This is an optimization exercise on Yosys and OpenROAD, whose aim is small area and a short achievable clock period, not a production implementation.
Where RTL was checked, it was by simulation tests only, not by an equivalence proof against the original.
For run 2, only the layout was checked, not whether the RTL still works.

==> flow/design.v (outline; a module is shown in full before it is edited, if it fits) <==
// module dds_sine: 42 lines
// module dds_sine_rom: 2187 lines
// module dds_g_a211oi_1: 3 lines
// module dds_g_a21oi_1: 3 lines
// module dds_g_a221oi_1: 3 lines
// module dds_g_a221oi_2: 3 lines
// module dds_g_a22oi_1: 3 lines
// module dds_g_a31o_1: 3 lines
// module dds_g_a31oi_1: 3 lines
// module dds_g_a32oi_1: 3 lines
// module dds_g_buf_2: 3 lines
// module dds_g_buf_6: 3 lines
// module dds_g_clkbuf_1: 3 lines
// module dds_g_inv_1: 3 lines
// module dds_g_inv_2: 3 lines
// module dds_g_inv_4: 3 lines
// module dds_g_inv_6: 3 lines
// module dds_g_inv_8: 3 lines
// module dds_g_lpflow_clkbufkapwr_1: 3 lines
// module dds_g_lpflow_clkinvkapwr_1: 3 lines
// module dds_g_nand2_1: 3 lines
// module dds_g_nand2_2: 3 lines
// module dds_g_nand2_4: 3 lines
// module dds_g_nand3_1: 3 lines
// module dds_g_nand3b_1: 3 lines
// module dds_g_nand4_1: 3 lines
// module dds_g_nor2_1: 3 lines
// module dds_g_nor2_2: 3 lines
// module dds_g_nor2_4: 3 lines
// module dds_g_nor3_1: 3 lines
// module dds_g_o2111ai_1: 3 lines
// module dds_g_o211ai_1: 3 lines
// module dds_g_o211ai_2: 3 lines
// module dds_g_o21a_1: 3 lines
// module dds_g_o21ai_0: 3 lines
// module dds_g_o21ai_1: 3 lines
// module dds_g_o21ai_2: 3 lines
// module dds_g_o221ai_1: 3 lines
// module dds_g_o22ai_1: 3 lines
// module dds_g_o311ai_0: 3 lines
// module dds_g_o311ai_1: 3 lines
// module dds_g_o31ai_1: 3 lines
// module dds_g_o32ai_1: 3 lines
// module dds_g_xnor2_2: 3 lines
// module dds_fir_gen: 1245 lines
// module dds_fa: 4 lines
// module dds_ha: 4 lines
module dds_fir_gen (
   input  logic        aclk_0,
   input  logic        aresetn_0,
   input  logic [31:0] pinc_0,
   output logic [31:0] m_axis_data_tdata_0,
   output logic        M_AXIS_DATA_0_tvalid
);
  // ...
==> flow/flow/run.sh <==
#!/bin/bash
set -o pipefail
export BUFFER_PORTS_ARGS="-buffer_cell sky130_fd_sc_hd__buf_2"
bash standard.sh > standard.log 2>&1
==> flow/standard.sh <==
#!/bin/bash
# synth_recipe.tcl (not shown) runs the flow's synth.tcl, then flattens the netlist and writes it again
# the make line also repeats each setting of config.mk as NAME=value (left out here)
make -C /OpenROAD-flow-scripts/flow DESIGN_CONFIG=/design/flow/config.mk WORK_HOME=/design/flow/orfs CLKGATE_MAP_FILE= SYNTH_SCRIPT=/design/flow/synth_recipe.tcl "${@:-finish}"
==> flow/config.mk <==
export PLATFORM = sky130hd
export DESIGN_NAME = dds_fir_gen
export DESIGN_NICKNAME = dds_fir_gen
export VERILOG_FILES = /design/flow/design.v
export SDC_FILE = /design/flow/constraint.sdc
export NUM_CORES = 4
export LEC_CHECK = 0
export CAP_MARGIN = 20
export CORE_MARGIN = 2
export CORE_UTILIZATION = 55
export CTS_BUF_LIST = sky130_fd_sc_hd__clkbuf_16
export CTS_CLUSTER_DIAMETER = 70
export CTS_CLUSTER_SIZE = 25
export SETUP_SLACK_MARGIN = 5.0
export SLEW_MARGIN = 20
export SYNTH_HIERARCHICAL = 1
==> flow/constraint.sdc <==
create_clock -name core_clock -period 8.0 [get_ports {aclk_0}]
set_input_delay 1.6000 -clock core_clock [delete_from_list [all_inputs] [get_ports {aclk_0}]]
set_output_delay 1.6000 -clock core_clock [all_outputs]
set_load 0.01 [all_outputs]
==> results.cfg, run 1 <==
[global_routing]
grt_pass1_wl_um = 92560
track_usage = 0.2742
use_met3 = 0.03710

[sta]
layout_setup_ws_ps = 5014
whs_ps = 331.2
maxSlewViolCount = 0
final_hold_viol_count = 0

[synthesis]
ys_seq_area_frac = 0.3995
synth_area_um2 = 23450
synth_area_leaders = dfxtp_1 33%, fa_1 27%, dfrtp_1 6.8%

[cells_and_area]
final_util = 0.6136
largest_reg_flops = 198
area.sequential_um2 = 9459
nClkBuffers = 32
stdcell_count = 2564
fillerInstances = 3323

[place]
placedCellCount = 2507

[routing]
met3WireLength_um = 3037
ant_nets = 0

[critical_path]
crit_required_ps = 8500
r2r_start = sd_q[2][2]$_DFF_P_
cp_common_cell = fa_1

[run_status]
status = timing/DRC/antenna clean

[clock_network]
numCtsBuffers = 31
cts_repair_resize_count = 35
==> module dds_sine, before the edit <==
module dds_sine (
   input  logic               clk,
   input  logic               rst_n,
   input  logic [31:0]        pinc,
   output logic [15:0]        sample
);
   logic [10:0] lo_q, mid_q;
   logic [9:0]  hi_q;
   logic        c1_q, c2_q;
   logic [11:0] lo_sum, mid_sum;
   logic [9:0]  a1_q, a2_q;
   logic [15:0] m3_q;
   logic [9:0]  fold;
   logic [14:0] mag;
   logic [15:0] samp_q;
   assign lo_sum  = {1'b0, lo_q} + {1'b0, pinc[10:0]};
   assign mid_sum = {1'b0, mid_q} + {1'b0, pinc[21:11]} + {11'd0, c1_q};
   always_ff @(posedge clk or negedge rst_n) begin
      if (!rst_n) begin
         lo_q  <= '0;
         mid_q <= '0;
         hi_q  <= '0;
         c1_q  <= 1'b0;
         c2_q  <= 1'b0;
      end else begin
         lo_q  <= lo_sum[10:0];
         c1_q  <= lo_sum[11];
         mid_q <= mid_sum[10:0];
         c2_q  <= mid_sum[11];
         hi_q  <= hi_q + pinc[31:22] + {9'd0, c2_q};
      end
   end
   assign fold = {a1_q[9], a1_q[8] ? 9'd256 - {1'b0, a1_q[7:0]} : {1'b0, a1_q[7:0]}};
   dds_sine_rom u_rom (.a(a2_q[8:0]), .mag(mag));
   always_ff @(posedge clk) begin
      a1_q   <= hi_q + {9'd0, c2_q} + {9'd0, c1_q & (&mid_q)};
      a2_q   <= fold;
      m3_q   <= {a2_q[9], mag};
      samp_q <= (m3_q[15] ? -{1'b0, m3_q[14:0]} : {1'b0, m3_q[14:0]}) ^ 16'h8000;
   end
   assign sample = samp_q;
endmodule
==> run 2: changes to the inputs <==
--- a/flow/design.v
+++ b/flow/design.v
@@ -36,17 +36,17 @@
       end
    end
    assign fold = {a1_q[9], a1_q[8] ? 9'd256 - {1'b0, a1_q[7:0]} : {1'b0, a1_q[7:0]}};
    dds_sine_rom u_rom (.a(a2_q[8:0]), .mag(mag));
    always_ff @(posedge clk) begin
       a1_q   <= hi_q + {9'd0, c2_q} + {9'd0, c1_q & (&mid_q)};
       a2_q   <= fold;
       m3_q   <= {a2_q[9], mag};
-      samp_q <= (m3_q[15] ? -{1'b0, m3_q[14:0]} : {1'b0, m3_q[14:0]}) ^ 16'h8000;
+      samp_q <= {~m3_q[15], m3_q[14:0] ^ {15{m3_q[15]}}};
    end
    assign sample = samp_q;
 endmodule
 module dds_sine_rom (
    input logic [8:0] a,
    output logic [14:0] mag
 );
    logic _0786_;
@@ -2440,16 +2440,52 @@
    logic b_s55;
    logic b_c56;
    logic b_s57;
    logic b_c58;
    logic b_s59;
    logic b_c60;
    logic b_s61;
    logic b_c62;
+   logic b_s63;
+   logic b_c64;
+   logic b_s65;
+   logic b_c66;
+   logic b_s67;
+   logic b_c68;
+   logic b_s69;
+   logic b_c70;
+   logic b_s71;
+   logic b_c72;
+   logic b_s73;
+   logic b_c74;
+   logic b_s75;
+   logic b_c76;
+   logic b_s77;
+   logic b_c78;
+   logic b_s79;
+   logic b_c80;
+   logic b_s81;
+   logic b_c82;
+   logic b_s83;
+   logic b_c84;
+   logic b_s85;
+   logic b_c86;
+   logic b_s87;
+   logic b_c88;
+   logic b_s89;
+   logic b_c90;
+   logic b_s91;
+   logic b_c92;
+   logic b_s93;
+   logic b_c94;
+   logic b_s95;
+   logic b_c96;
+   logic b_s97;
+   logic b_c98;
    logic [17:0] v_d, v_d_a, v_d_b;
    logic f_s1;
    logic f_c2;
    logic f_s3;
    logic f_c4;
    logic f_s5;
    logic f_c6;
    logic f_s7;
@@ -3069,81 +3105,99 @@
    assign v4 = vl_q[4];
    assign v5 = vl_q[5];
    assign v6 = vl_q[6];
    assign v7 = vl_q[7];
    assign v8 = vl_q[8];
    assign v9 = vl_q[9];
    assign v10 = vl_q[10];
    dds_fa u_b_s1 (.a(sd0[0]), .b(sd1[0]), .c(sd2[0]), .s(b_s1), .co(b_c2));
-   dds_fa u_b_s3 (.a(sd0[1]), .b(sd1[1]), .c(sd2[1]), .s(b_s3), .co(b_c4));
-   dds_ha u_b_s5 (.a(sd3[1]), .b(b_c2), .s(b_s5), .co(b_c6));
-   dds_fa u_b_s7 (.a(sd0[2]), .b(sd1[2]), .c(sd2[2]), .s(b_s7), .co(b_c8));
-   dds_fa u_b_s9 (.a(sd3[2]), .b(b_c4), .c(b_s7), .s(b_s9), .co(b_c10));
-   dds_fa u_b_s11 (.a(sd0[3]), .b(sd1[3]), .c(sd2[3]), .s(b_s11), .co(b_c12));
-   dds_fa u_b_s13 (.a(sd3[3]), .b(b_c8), .c(b_s11), .s(b_s13), .co(b_c14));
-   dds_fa u_b_s15 (.a(sd0[4]), .b(sd1[4]), .c(sd2[4]), .s(b_s15), .co(b_c16));
-   dds_fa u_b_s17 (.a(sd3[4]), .b(b_c12), .c(b_s15), .s(b_s17), .co(b_c18));
-   dds_fa u_b_s19 (.a(sd0[5]), .b(sd1[5]), .c(sd2[5]), .s(b_s19), .co(b_c20));
-   dds_fa u_b_s21 (.a(sd3[5]), .b(b_c16), .c(b_s19), .s(b_s21), .co(b_c22));
-   dds_fa u_b_s23 (.a(sd0[6]), .b(sd1[6]), .c(sd2[6]), .s(b_s23), .co(b_c24));
-   dds_fa u_b_s25 (.a(sd3[6]), .b(b_c20), .c(b_s23), .s(b_s25), .co(b_c26));
-   dds_fa u_b_s27 (.a(sd0[7]), .b(sd1[7]), .c(sd2[7]), .s(b_s27), .co(b_c28));
-   dds_fa u_b_s29 (.a(sd3[7]), .b(b_c24), .c(b_s27), .s(b_s29), .co(b_c30));
-   dds_fa u_b_s31 (.a(sd0[8]), .b(sd1[8]), .c(sd2[8]), .s(b_s31), .co(b_c32));
-   dds_fa u_b_s33 (.a(sd3[8]), .b(b_c28), .c(b_s31), .s(b_s33), .co(b_c34));
-   dds_fa u_b_s35 (.a(sd0[9]), .b(sd1[9]), .c(sd2[9]), .s(b_s35), .co(b_c36));
-   dds_fa u_b_s37 (.a(sd3[9]), .b(b_c32), .c(b_s35), .s(b_s37), .co(b_c38));
-   dds_fa u_b_s39 (.a(sd0[10]), .b(sd1[10]), .c(sd2[10]), .s(b_s39), .co(b_c40));
-   dds_fa u_b_s41 (.a(sd3[10]), .b(b_c36), .c(b_s39), .s(b_s41), .co(b_c42));
-   dds_fa u_b_s43 (.a(sd0[11]), .b(sd1[11]), .c(sd2[11]), .s(b_s43), .co(b_c44));
-   dds_fa u_b_s45 (.a(sd3[11]), .b(b_c40), .c(b_s43), .s(b_s45), .co(b_c46));
-   dds_fa u_b_s47 (.a(sd0[12]), .b(sd1[12]), .c(sd2[12]), .s(b_s47), .co(b_c48));
-   dds_fa u_b_s49 (.a(sd3[12]), .b(b_c44), .c(b_s47), .s(b_s49), .co(b_c50));
-   dds_fa u_b_s51 (.a(sd0[13]), .b(sd1[13]), .c(sd2[13]), .s(b_s51), .co(b_c52));
-   dds_fa u_b_s53 (.a(sd3[13]), .b(b_c48), .c(b_s51), .s(b_s53), .co(b_c54));
-   dds_fa u_b_s55 (.a(sd0[14]), .b(sd1[14]), .c(sd2[14]), .s(b_s55), .co(b_c56));
-   dds_fa u_b_s57 (.a(sd3[14]), .b(b_c52), .c(b_s55), .s(b_s57), .co(b_c58));
-   dds_fa u_b_s59 (.a(sd0[15]), .b(sd1[15]), .c(sd2[15]), .s(b_s59), .co(b_c60));
-   dds_fa u_b_s61 (.a(sd3[15]), .b(b_c56), .c(b_s59), .s(b_s61), .co(b_c62));
-   assign v_d_a[0] = sd3[0];
-   assign v_d_b[0] = b_s1;
-   assign v_d_a[1] = b_s3;
-   assign v_d_b[1] = b_s5;
-   assign v_d_a[2] = b_c6;
-   assign v_d_b[2] = b_s9;
-   assign v_d_a[3] = b_c10;
-   assign v_d_b[3] = b_s13;
-   assign v_d_a[4] = b_c14;
-   assign v_d_b[4] = b_s17;
-   assign v_d_a[5] = b_c18;
-   assign v_d_b[5] = b_s21;
-   assign v_d_a[6] = b_c22;
-   assign v_d_b[6] = b_s25;
-   assign v_d_a[7] = b_c26;
-   assign v_d_b[7] = b_s29;
-   assign v_d_a[8] = b_c30;
-   assign v_d_b[8] = b_s33;
-   assign v_d_a[9] = b_c34;
-   assign v_d_b[9] = b_s37;
-   assign v_d_a[10] = b_c38;
-   assign v_d_b[10] = b_s41;
-   assign v_d_a[11] = b_c42;
-   assign v_d_b[11] = b_s45;
-   assign v_d_a[12] = b_c46;
-   assign v_d_b[12] = b_s49;
-   assign v_d_a[13] = b_c50;
-   assign v_d_b[13] = b_s53;
-   assign v_d_a[14] = b_c54;
-   assign v_d_b[14] = b_s57;
-   assign v_d_a[15] = b_c58;
-   assign v_d_b[15] = b_s61;
-   assign v_d_a[16] = b_c60;
-   assign v_d_b[16] = b_c62;
-   assign v_d_a[17] = 1'b0;
+   dds_fa u_b_s3 (.a(sd3[0]), .b(~sd0[15]), .c(~sd1[15]), .s(b_s3), .co(b_c4));
+   dds_fa u_b_s5 (.a(~sd2[15]), .b(~sd3[15]), .c(b_s1), .s(b_s5), .co(b_c6));
+   dds_fa u_b_s7 (.a(sd0[1]), .b(sd1[1]), .c(sd2[1]), .s(b_s7), .co(b_c8));
+   dds_fa u_b_s9 (.a(sd3[1]), .b(b_c2), .c(b_c4), .s(b_s9), .co(b_c10));
+   dds_ha u_b_s11 (.a(b_s7), .b(b_c6), .s(b_s11), .co(b_c12));
+   dds_fa u_b_s13 (.a(sd0[2]), .b(sd1[2]), .c(sd2[2]), .s(b_s13), .co(b_c14));
+   dds_fa u_b_s15 (.a(sd3[2]), .b(b_c8), .c(b_s13), .s(b_s15), .co(b_c16));
+   dds_ha u_b_s17 (.a(b_c10), .b(b_s15), .s(b_s17), .co(b_c18));
+   dds_fa u_b_s19 (.a(sd0[3]), .b(sd1[3]), .c(sd2[3]), .s(b_s19), .co(b_c20));
+   dds_fa u_b_s21 (.a(sd3[3]), .b(b_c14), .c(b_s19), .s(b_s21), .co(b_c22));
+   dds_ha u_b_s23 (.a(b_c16), .b(b_s21), .s(b_s23), .co(b_c24));
+   dds_fa u_b_s25 (.a(sd0[4]), .b(sd1[4]), .c(sd2[4]), .s(b_s25), .co(b_c26));
+   dds_fa u_b_s27 (.a(sd3[4]), .b(b_c20), .c(b_s25), .s(b_s27), .co(b_c28));
+   dds_ha u_b_s29 (.a(b_c22), .b(b_s27), .s(b_s29), .co(b_c30));
+   dds_fa u_b_s31 (.a(sd0[5]), .b(sd1[5]), .c(sd2[5]), .s(b_s31), .co(b_c32));
+   dds_fa u_b_s33 (.a(sd3[5]), .b(b_c26), .c(b_s31), .s(b_s33), .co(b_c34));
+   dds_ha u_b_s35 (.a(b_c28), .b(b_s33), .s(b_s35), .co(b_c36));
+   dds_fa u_b_s37 (.a(sd0[6]), .b(sd1[6]), .c(sd2[6]), .s(b_s37), .co(b_c38));
+   dds_fa u_b_s39 (.a(sd3[6]), .b(b_c32), .c(b_s37), .s(b_s39), .co(b_c40));
+   dds_ha u_b_s41 (.a(b_c34), .b(b_s39), .s(b_s41), .co(b_c42));
+   dds_fa u_b_s43 (.a(sd0[7]), .b(sd1[7]), .c(sd2[7]), .s(b_s43), .co(b_c44));
+   dds_fa u_b_s45 (.a(sd3[7]), .b(b_c38), .c(b_s43), .s(b_s45), .co(b_c46));
+   dds_ha u_b_s47 (.a(b_c40), .b(b_s45), .s(b_s47), .co(b_c48));
+   dds_fa u_b_s49 (.a(sd0[8]), .b(sd1[8]), .c(sd2[8]), .s(b_s49), .co(b_c50));
+   dds_fa u_b_s51 (.a(sd3[8]), .b(b_c44), .c(b_s49), .s(b_s51), .co(b_c52));
+   dds_ha u_b_s53 (.a(b_c46), .b(b_s51), .s(b_s53), .co(b_c54));
+   dds_fa u_b_s55 (.a(sd0[9]), .b(sd1[9]), .c(sd2[9]), .s(b_s55), .co(b_c56));
+   dds_fa u_b_s57 (.a(sd3[9]), .b(b_c50), .c(b_s55), .s(b_s57), .co(b_c58));
+   dds_ha u_b_s59 (.a(b_c52), .b(b_s57), .s(b_s59), .co(b_c60));
+   dds_fa u_b_s61 (.a(sd0[10]), .b(sd1[10]), .c(sd2[10]), .s(b_s61), .co(b_c62));
+   dds_fa u_b_s63 (.a(sd3[10]), .b(b_c56), .c(b_s61), .s(b_s63), .co(b_c64));
+   dds_ha u_b_s65 (.a(b_c58), .b(b_s63), .s(b_s65), .co(b_c66));
+   dds_fa u_b_s67 (.a(sd0[11]), .b(sd1[11]), .c(sd2[11]), .s(b_s67), .co(b_c68));
+   dds_fa u_b_s69 (.a(sd3[11]), .b(b_c62), .c(b_s67), .s(b_s69), .co(b_c70));
+   dds_ha u_b_s71 (.a(b_c64), .b(b_s69), .s(b_s71), .co(b_c72));
+   dds_fa u_b_s73 (.a(sd0[12]), .b(sd1[12]), .c(sd2[12]), .s(b_s73), .co(b_c74));
+   dds_fa u_b_s75 (.a(sd3[12]), .b(b_c68), .c(b_s73), .s(b_s75), .co(b_c76));
+   dds_ha u_b_s77 (.a(b_c70), .b(b_s75), .s(b_s77), .co(b_c78));
+   dds_fa u_b_s79 (.a(sd0[13]), .b(sd1[13]), .c(sd2[13]), .s(b_s79), .co(b_c80));
+   dds_fa u_b_s81 (.a(sd3[13]), .b(b_c74), .c(b_s79), .s(b_s81), .co(b_c82));
+   dds_ha u_b_s83 (.a(b_c76), .b(b_s81), .s(b_s83), .co(b_c84));
+   dds_fa u_b_s85 (.a(sd0[14]), .b(sd1[14]), .c(sd2[14]), .s(b_s85), .co(b_c86));
+   dds_fa u_b_s87 (.a(sd3[14]), .b(b_c80), .c(b_s85), .s(b_s87), .co(b_c88));
+   dds_ha u_b_s89 (.a(b_c82), .b(b_s87), .s(b_s89), .co(b_c90));
+   dds_fa u_b_s91 (.a(sd0[15]), .b(sd1[15]), .c(sd2[15]), .s(b_s91), .co(b_c92));
+   dds_fa u_b_s93 (.a(sd3[15]), .b(b_c86), .c(b_s91), .s(b_s93), .co(b_c94));
+   dds_ha u_b_s95 (.a(b_c88), .b(b_s93), .s(b_s95), .co(b_c96));
+   dds_ha u_b_s97 (.a(b_c92), .b(b_c94), .s(b_s97), .co(b_c98));
+   assign v_d_a[0] = b_s3;
+   assign v_d_b[0] = b_s5;
+   assign v_d_a[1] = b_s9;
+   assign v_d_b[1] = b_s11;
+   assign v_d_a[2] = b_c12;
+   assign v_d_b[2] = b_s17;
+   assign v_d_a[3] = b_c18;
+   assign v_d_b[3] = b_s23;
+   assign v_d_a[4] = b_c24;
+   assign v_d_b[4] = b_s29;
+   assign v_d_a[5] = b_c30;
+   assign v_d_b[5] = b_s35;
+   assign v_d_a[6] = b_c36;
+   assign v_d_b[6] = b_s41;
+   assign v_d_a[7] = b_c42;
+   assign v_d_b[7] = b_s47;
+   assign v_d_a[8] = b_c48;
+   assign v_d_b[8] = b_s53;
+   assign v_d_a[9] = b_c54;
+   assign v_d_b[9] = b_s59;
+   assign v_d_a[10] = b_c60;
+   assign v_d_b[10] = b_s65;
+   assign v_d_a[11] = b_c66;
+   assign v_d_b[11] = b_s71;
+   assign v_d_a[12] = b_c72;
+   assign v_d_b[12] = b_s77;
+   assign v_d_a[13] = b_c78;
+   assign v_d_b[13] = b_s83;
+   assign v_d_a[14] = b_c84;
+   assign v_d_b[14] = b_s89;
+   assign v_d_a[15] = b_c90;
+   assign v_d_b[15] = b_s95;
+   assign v_d_a[16] = b_c96;
+   assign v_d_b[16] = b_s97;
+   assign v_d_a[17] = b_c98;
    assign v_d_b[17] = 1'b0;
    assign v_d = v_d_a + v_d_b;
    dds_ha u_f_s1 (.a(v4[0]), .b(v9[0]), .s(f_s1), .co(f_c2));
    dds_fa u_f_s3 (.a(v0[0]), .b(v4[1]), .c(v8[0]), .s(f_s3), .co(f_c4));
    dds_fa u_f_s5 (.a(v9[1]), .b(v10[2]), .c(f_c2), .s(f_s5), .co(f_c6));
    dds_fa u_f_s7 (.a(v0[1]), .b(v4[0]), .c(v4[2]), .s(f_s7), .co(f_c8));
    dds_fa u_f_s9 (.a(v8[1]), .b(v9[2]), .c(v10[3]), .s(f_s9), .co(f_c10));
    dds_fa u_f_s11 (.a(f_c4), .b(f_s7), .c(f_s9), .s(f_s11), .co(f_c12));
==> flow/run.sh (new file) <==
#!/bin/bash
# synth_recipe.tcl (not shown) runs the flow's synth.tcl, then flattens the netlist and writes it again
# the make line also repeats each setting of config.mk as NAME=value (left out here)
make -C /OpenROAD-flow-scripts/flow DESIGN_CONFIG=/design/flow/config.mk WORK_HOME=/design/flow/orfs CLKGATE_MAP_FILE= SYNTH_SCRIPT=/design/flow/synth_recipe.tcl finish
--- a/flow/config.mk
+++ b/flow/config.mk
@@ -6,11 +6,11 @@
 export NUM_CORES = 4
 export LEC_CHECK = 0
 export CAP_MARGIN = 20
 export CORE_MARGIN = 2
 export CORE_UTILIZATION = 55
 export CTS_BUF_LIST = sky130_fd_sc_hd__clkbuf_16
 export CTS_CLUSTER_DIAMETER = 70
 export CTS_CLUSTER_SIZE = 25
-export SETUP_SLACK_MARGIN = 5.0
+export SETUP_SLACK_MARGIN = 4.9
 export SLEW_MARGIN = 20
 export SYNTH_HIERARCHICAL = 1
removed: flow/flow/run.sh
removed: flow/standard.sh
==> run 2 against run 1 <==
Die area is 0.65% higher. Still clean on timing, DRC and antenna. Synthesized cell count decreased by 0.10%. Critical path depth is 1 higher. Core utilization increased by 1.1 points. Hold slack got worse by 7.7 ps. Highest routed layer unchanged. Final cell count grew 0.51%.
==> results.cfg, run 2 <==
[routing]
ant_nets = 0
wirelength_um = 59030
avgViaCountPerCell = 5.822
via_count = 15000
wl_per_cell_um = 22.91
drc_errors = 0
drt-pass1-iter-count = 5
drtIter0Drc = 1089

[clock_network]
hold_buffers = 0
cts_root_buffer = clkbuf_16
cts_tree = yes
h-tree-depth = 1
clk_latency_ps = 630
cts_buffer_depth = 3
clock-sinks = 452
numCtsBuffers = 31
clk_pin_slew_ps = 100

[sta]
min_period_ps = 3223
period_share = 0.4029
rsz0062_at_grt = yes
clock_skew_ps = 17.87
maxSlewViolCount = 0
slew_headroom = 0.3081
whs_ps = 323.5
tightest_slew_ps = 1037
final_hold_viol_count = 0
fmax_mhz = 310.3
fin_setup_tns_ps = 0
setup-violations-final = 0

[synthesis]
synth-seq-cells = 452
ys_top_cells_by_count = 388 x dfxtp_1, 316 x fa_1, 155 x nand2_1
synth_area_per_cell_um2 = 12.19
ys_async_sr_fraction = 0.1416
synth_edf_count = 0
synth_area_um2 = 23610
ys_seq_area_frac = 0.3969
syn_inst = 1936
yosys_warnings = 10
synth_area_leaders = dfxtp_1 33%, fa_1 27%, dfrtp_1 6.8%
yosysTopAreaCellShare = 0.3290
ys_types = 70
synth_top_area_cell = dfxtp_1
synth_most_common_cell = dfxtp_1
synth_ff_type = dfxtp_1

[die]
die_w_um = 211.2
pin_count = 67
fp.dieH_um = 211.2
initial_core_util = 0.5603
fp-row-count = 75
dieArea_um2 = 44590
core_um2 = 42130

[critical_path]
critPathKind = register to register
crit_required_ps = 8540
cp-end-kind = register
cp-start-kind = register
critPathArrivalTime_ps = 3760
critPathMaxFanout = 6

[cells_and_area]
regMostFlops = vl_q
final_common_cell = dfxtp_1
largest_reg_flops = 198
area_delta_synth_final_pct = 11.41
stdcell_count = 2577
finalInstanceArea_um2 = 26300
final_cell_mix = 368 x dfxtp_1, 309 x fa_1, 153 x nand2_1
top_regs = vl_q x198, cs2_q x48, sd_q x48
nets = 2476
drive_gt1_frac = 0.1447
fillerInstances = 3269
diodes = 0

[run_status]
status = timing/DRC/antenna clean

[place]
placed_area_um2 = 24660
placedCellCount = 2505
gp_congestion = 1.025
dp_hpwl_um = 45110
io_buffers = 59

[global_routing]
grt.overflow.total = 0
grt_pass1_wl_um = 93070
track_usage = 0.2760
grt_start_max_net_pins = 59
grt_pass1_vias = 15830
antenna_found_initial = 0

[hold_path]
holdCritPathClass = register to register

[run]
maxCapViolCount = 0

[power_and_ir_drop]
run 2: cell count changes after synthesis, moves of 5 or more:
cell,before,now
o21ai_0,31,22
xnor2_1,66,61
nand2b_1,12,7
a21o_1,30,22
ha_1,98,112
nor2_1,102,92
inv_1,133,128
run 2: kinds of logic (layout without fill, tap and decap cells):
family                     after synthesis  after routing  synth area share
AOI/OAI and AO/OA                      400            400            0.1329
xor gates and xnor gates                92             92           0.03413
adders and majority gates              428            428            0.3273
buffers and inverters                  175            271           0.03445
DFF                                    452            452            0.3969
other                                    1              7         0.0001589
and+or+nand+nor                        388            388           0.07415
run 2: layout make-up:
| type | count | area, um2 | share of cell area |
|---|---|---|---|
| clock buffers | 31 | 775.7 | 0.02950 |
| clock inverters | 26 | 379.1 | 0.01442 |
| inverters | 128 | 486.7 | 0.01851 |
| multi-input cells | 1315 | 13820 | 0.5257 |
| flip-flops and latches | 452 | 9394 | 0.3572 |
| well taps | 539 | 674.4 | 0.02564 |
| repair buffers | 86 | 764.5 | 0.02907 |
run 2: repair_timing:
action,CTS,global route
resized for setup,69,42
endpoints found under the setup margin,51,36
setup buffers,6,9
pin swaps,9,20
run 2: worst max-delay path, stage by stage, from the launching register on:
cell      delay (ps)
dfxtp_1          330
fa_1             580
fa_1             460
ha_4             300
ha_4             220
a21oi_4          160
o211ai_1         200
a211oi_2         350
buf_4            170
o31ai_2           70
a21oi_1          180
xnor2_1          140
run 2: path summary, 6_finish.rpt:
kind | to | from | depth (start not counted) | slack [ps]
worst max-delay path | vl_q[0][15]$_DFF_P_ | u_sine.samp_q[6]$_DFF_P_ | 11 | 4780
min in group asynchronous | u_sine.hi_q[8]$_DFF_PN0_ | aresetn_0 | 1 | 790
max in group asynchronous | y_q[22]$_DFF_PN0_ | aresetn_0 | 2 | 6090
worst min-delay path | vl_q[2][15]$_DFF_P_ | vl_q[1][15]$_DFF_P_ | 0 | 320
worst min register to register | vl_q[2][15]$_DFF_P_ | vl_q[1][15]$_DFF_P_ | 0 | 320
worst max register to register | vl_q[0][15]$_DFF_P_ | u_sine.samp_q[6]$_DFF_P_ | 11 | 4780
run 2: metal layers:
metal,global-route usage,wire length [um]
met4,0.09543,2329
met2,0.4470,27740
met1,0.3803,25210
met3,0.04371,3747
met5,0,0
run 2: per-stage QoR:
stage	worst slack, ps	util
2_1_floorplan	4834	-
3_3_place_gp	4270	0.5852
3_5_place_dp	4273	0.5852
4_1_cts	4771	0.6189
5_1_grt	4654	0.6242
6_report	4777	0.6242
run 2: per-module statistics from Yosys (local to each module, per instance), a selection:
module | times used | flip-flops and latches | cells
dds_fir_gen | 1 | 366 | 729
dds_fa | 308 | 0 | 1
dds_g_o2111ai_1 | 4 | 0 | 1
dds_g_a221oi_1 | 4 | 0 | 1
dds_g_o221ai_1 | 13 | 0 | 1
dds_ha | 33 | 0 | 1
dds_g_o211ai_2 | 1 | 0 | 1
dds_g_a22oi_1 | 6 | 0 | 1
dds_g_a32oi_1 | 5 | 0 | 1
dds_g_o22ai_1 | 7 | 0 | 1
dds_g_nand4_1 | 5 | 0 | 1
dds_g_a31oi_1 | 16 | 0 | 1
dds_g_o21ai_1 | 1 | 0 | 1
dds_g_o21ai_0 | 68 | 0 | 1
dds_g_inv_6 | 1 | 0 | 1
dds_g_nor2_2 | 3 | 0 | 1

port drivers added, routing unchanged:
The results above use ideal ports. As a check the final layouts listed here were re-extracted and re-timed, cells and wires unchanged. Step 1 assumes that a clkbuf_16 drives the clock port and a buf_2 every other input. Step 2 moves the port delays by t, midway between the first and last clock arrival at a register: inputs arrive t later, outputs are due t later. That takes back most of the time a late clock gives input paths. Three values: ideal ports, drivers, drivers and shift; two values: the first two.
run	t, ns	slack for setup (ns)	worst data-port slew with drivers (ns)
run 1	0.662	5.014 / 5.014 / 4.572	0.08
run 2	0.675	4.777 / 4.777 / 4.349	0.04
After both steps setup and hold are still met in every run listed. The setup slack of run 1, which loses most, moves by 0.000 ns with the drivers and by -0.442 ns with both steps.
